What follows belongs to an exercise in optimizing a design on an open flow for small area and a short achievable clock period; a production flow would make more cautious choices. The RTL was checked by simulation tests, not by an equivalence proof against the original design.

pepper:
## conv3x3_mac
module conv3x3_mac
(
    input  logic                             clk,
    input  logic                             reset,
    input  logic                             conv_en,
    input  logic [9*16-1:0] filter_taps,
    input  logic [9*16-1:0] window_taps,
    output logic [16-1:0]           out_data,
    output logic                             out_we
);
For scale: about 6300 cells after synthesis, roughly 310 I/O pins.
==> flow/config.mk <==
export PLATFORM = sky130hd
export DESIGN_NAME = conv3x3_mac
export DESIGN_NICKNAME = conv3x3_mac
export VERILOG_FILES = /design/flow/design.v
export SDC_FILE = /design/flow/constraint.sdc
export NUM_CORES = 4
export LEC_CHECK = 0
export ABC_AREA = 1
export CAP_MARGIN = 20
export CORE_MARGIN = 2
export CORE_UTILIZATION = 55
export CTS_CLUSTER_SIZE = 40
export GPL_ROUTABILITY_DRIVEN = 0
export SETUP_SLACK_MARGIN = 5
export SLEW_MARGIN = 20
export SYNTH_HIERARCHICAL = 1
==> flow/constraint.sdc <==
create_clock -name core_clock -period 8.5 [get_ports {clk}]
set_input_delay 1.7000 -clock core_clock [delete_from_list [all_inputs] [get_ports {clk}]]
set_output_delay 1.7000 -clock core_clock [all_outputs]
set_load 0.01 [all_outputs]
standard.sh (not shown) runs the stock make flow with config.mk's settings and CLKGATE_MAP_FILE= SYNTH_SCRIPT=/design/flow/synth_recipe.tcl, a recipe that flattens the netlist after the stock synthesis.
==> flow/flow/run.sh <==
#!/bin/bash
# Layout flow: the standard ORFS flow (standard synthesis unchanged),
# except that buffer_ports makes the input and output port buffers from the
# smallest buffer, sky130_fd_sc_hd__buf_1, which the resizer may still size
# up where timing needs it. Each ORFS step keeps its own log under
# orfs/logs/; make's own output goes to flow_make.log here.
set -euo pipefail
bash standard.sh BUFFER_PORTS_ARGS="-buffer_cell sky130_fd_sc_hd__buf_1" finish > flow_make.log 2>&1
## Diff of input files: raven against pepper
Settings: CORE_UTILIZATION now 45, was 55; CTS_CLUSTER_SIZE no longer set, was 40.
## What came out
Changes observed in raven relative to pepper: clock buffer count went up by 4.8%. Summary of raven over pepper: hold-critical path depth held; total half-perimeter wirelength after legalization and detailed placement climbed 3.6 mm; die footprint shows an increase of 22%; global-route wire length before repair rose by 7.7 mm; global-route usage decreased by 7.7 points relative to the old numbers. Compared with pepper, raven instantiates a larger number of cells. The multi-input gate share of total cell area of raven is lower than that of pepper.
Inputs modified between raven and cedar:
Settings: a deleted GPL_ROUTABILITY_DRIVEN that had been 0; a change of CORE_UTILIZATION from 45 to 55.
Results
Having completed the whole flow, cedar delivered a layout that passed the timing, DRC and antenna checks. raven completed end to end with timing, DRC and antenna clean. On via count, cedar does better than raven. [compare] base=raven new=cedar: number of tapcells fell by 393, non-clock buffer count has increased.
[inputs] maple vs cedar
Settings: CTS_CLUSTER_SIZE newly set to 24; GPL_ROUTABILITY_DRIVEN newly set to 0.
### Flow results
- maple and cedar ended up with nearly the same number of nets in the final layout.
- Endpoint of the worst setup timing path: r2_q[45] -> maple, r2_q[9] -> cedar
- Global-route met2 utilization ended up 4.6 points lower on maple than on cedar.
- Starting density of the core came out exactly the same in maple and cedar.

Another version of the RTL of conv3x3_mac (not shown whole).
Size: ~6300 cells after synthesis, roughly 310 I/O pins, about 68000 µm² of cells after synthesis.
// conv3x3_mac
module conv3x3_mac
(
    input  logic                             clk,
    input  logic                             reset,
    input  logic                             conv_en,
    input  logic [9*16-1:0] filter_taps,
    input  logic [9*16-1:0] window_taps,
    output logic [16-1:0]           out_data,
    output logic                             out_we
);
Settings: LEC_CHECK=0, ABC_AREA=1, CAP_MARGIN=20, CORE_MARGIN=2, CORE_UTILIZATION=55, CTS_BUF_LIST=sky130_fd_sc_hd__clkbuf_8, SETUP_SLACK_MARGIN=5, SLEW_MARGIN=20, SYNTH_HIERARCHICAL=1; clock period 8.5 ns.
Scripts as last shown in full above: flow/flow/run.sh
The starting point completed with no timing, DRC or antenna violations.
==> next run, changes <==
--- a/flow/config.mk
+++ b/flow/config.mk
@@ -11,5 +11,4 @@
 export CORE_UTILIZATION = 55
-export CTS_BUF_LIST = sky130_fd_sc_hd__clkbuf_8
 export SETUP_SLACK_MARGIN = 5
-export SLEW_MARGIN = 20
+export SLEW_MARGIN = 60
 export SYNTH_HIERARCHICAL = 1
- The changed run finished with timing, DRC and antenna clean
- final cell count is lower by 1.5%
- critical path depth is unchanged

conv3x3_mac with an RTL version that a note above also has.
For scale: ~6300 cells after synthesis, roughly 310 I/O pins, about 68000 um^2 of cells after synthesis.
==> flow/design.v (excerpt) <==
module conv3x3_mac
(
    input  logic                             clk,
    input  logic                             reset,
    input  logic                             conv_en,
    input  logic [9*16-1:0] filter_taps,
    input  logic [9*16-1:0] window_taps,
    output logic [16-1:0]           out_data,
    output logic                             out_we
);
    logic [143:0] f_q;
    logic [3:0] vld;
    logic [396:0] r2_q;
    logic [88:0] r3_q;
    logic [34:0] sum_a, sum_b;
    logic [7:0] one_0, two_0, neg_0;
    logic [7:0] one_d0, two_d0, neg_d0;
    logic [7:0] one_1, two_1, neg_1;
    logic [7:0] one_d1, two_d1, neg_d1;
    logic [7:0] one_2, two_2, neg_2;
    logic [7:0] one_d2, two_d2, neg_d2;
    logic [7:0] one_3, two_3, neg_3;
    logic [7:0] one_d3, two_d3, neg_d3;
    logic [7:0] one_4, two_4, neg_4;
    logic [7:0] one_d4, two_d4, neg_d4;
    logic [7:0] one_5, two_5, neg_5;
  ...
==> flow/config.mk <==
export PLATFORM = sky130hd
export DESIGN_NAME = conv3x3_mac
export DESIGN_NICKNAME = conv3x3_mac
export VERILOG_FILES = /design/flow/design.v
export SDC_FILE = /design/flow/constraint.sdc
export NUM_CORES = 4
export LEC_CHECK = 0
export ABC_AREA = 1
export CAP_MARGIN = 20
export CORE_MARGIN = 2
export CORE_UTILIZATION = 55
export GPL_ROUTABILITY_DRIVEN = 0
export SETUP_SLACK_MARGIN = 5
export SLEW_MARGIN = 20
export SYNTH_HIERARCHICAL = 1
==> flow/constraint.sdc <==
create_clock -name core_clock -period 8.5 [get_ports {clk}]
set_input_delay 1.7000 -clock core_clock [delete_from_list [all_inputs] [get_ports {clk}]]
set_output_delay 1.7000 -clock core_clock [all_outputs]
set_load 0.01 [all_outputs]
Scripts as last shown in full above: flow/flow/run.sh
Change:
CORE_UTILIZATION = 65   (was 55)
=>
- The new run finished with timing, DRC and antenna clean
- via count rose by 2.0%
- hold slack is about the same
- die area fell by about 15%

[re-timing with driven ports]
No port has a modelled driver above. Below, the same layouts with a new extraction and two added sets of constraints.
Step 1 (the two cells are an assumption about what drives the block):
set clk [get_ports {clk}]
set_driving_cell -lib_cell sky130_fd_sc_hd__clkbuf_16 $clk
set_driving_cell -lib_cell sky130_fd_sc_hd__buf_2 [delete_from_list [all_inputs] $clk]
Step 2 times the ports against the registers' clock, not the clock port: input delays grow and output delays shrink by t, the midpoint of the rising clock arrivals with the driver on.
Slacks: no drivers / after step 1 / after step 2; pairs: no drivers / after step 1.
run	t (ns)	slack for setup (ns)	worst hold slack (ns)	slew at the worst register clock pin (ns)	pins driven straight from the clock port
pepper	0.810	5.018 / 5.018 / 5.018	0.325 / 0.325 / 0.325	0.07 / 0.07	1
raven	0.836	5.049 / 5.049 / 5.049	0.341 / 0.341 / 0.341	0.07 / 0.07	1
cedar	0.804	4.982 / 4.982 / 4.982	0.328 / 0.328 / 0.328	0.08 / 0.08	1
maple	0.811	5.000 / 5.000 / 5.000	0.325 / 0.325 / 0.325	0.07 / 0.07	1
the first run of note 2	1.006	4.950 / 4.950 / 4.950	0.329 / 0.329 / 0.329	0.08 / 0.08	1
the second run of note 2	0.822	4.981 / 4.981 / 4.981	0.324 / 0.324 / 0.324	0.08 / 0.08	1
the first run of note 3	0.811	5.000 / 5.000 / 5.000	0.325 / 0.325 / 0.325	0.07 / 0.07	1
the second run of note 3	0.782	4.816 / 4.816 / 4.816	0.328 / 0.328 / 0.328	0.07 / 0.07	1
After both steps setup and hold are still met in every run listed.
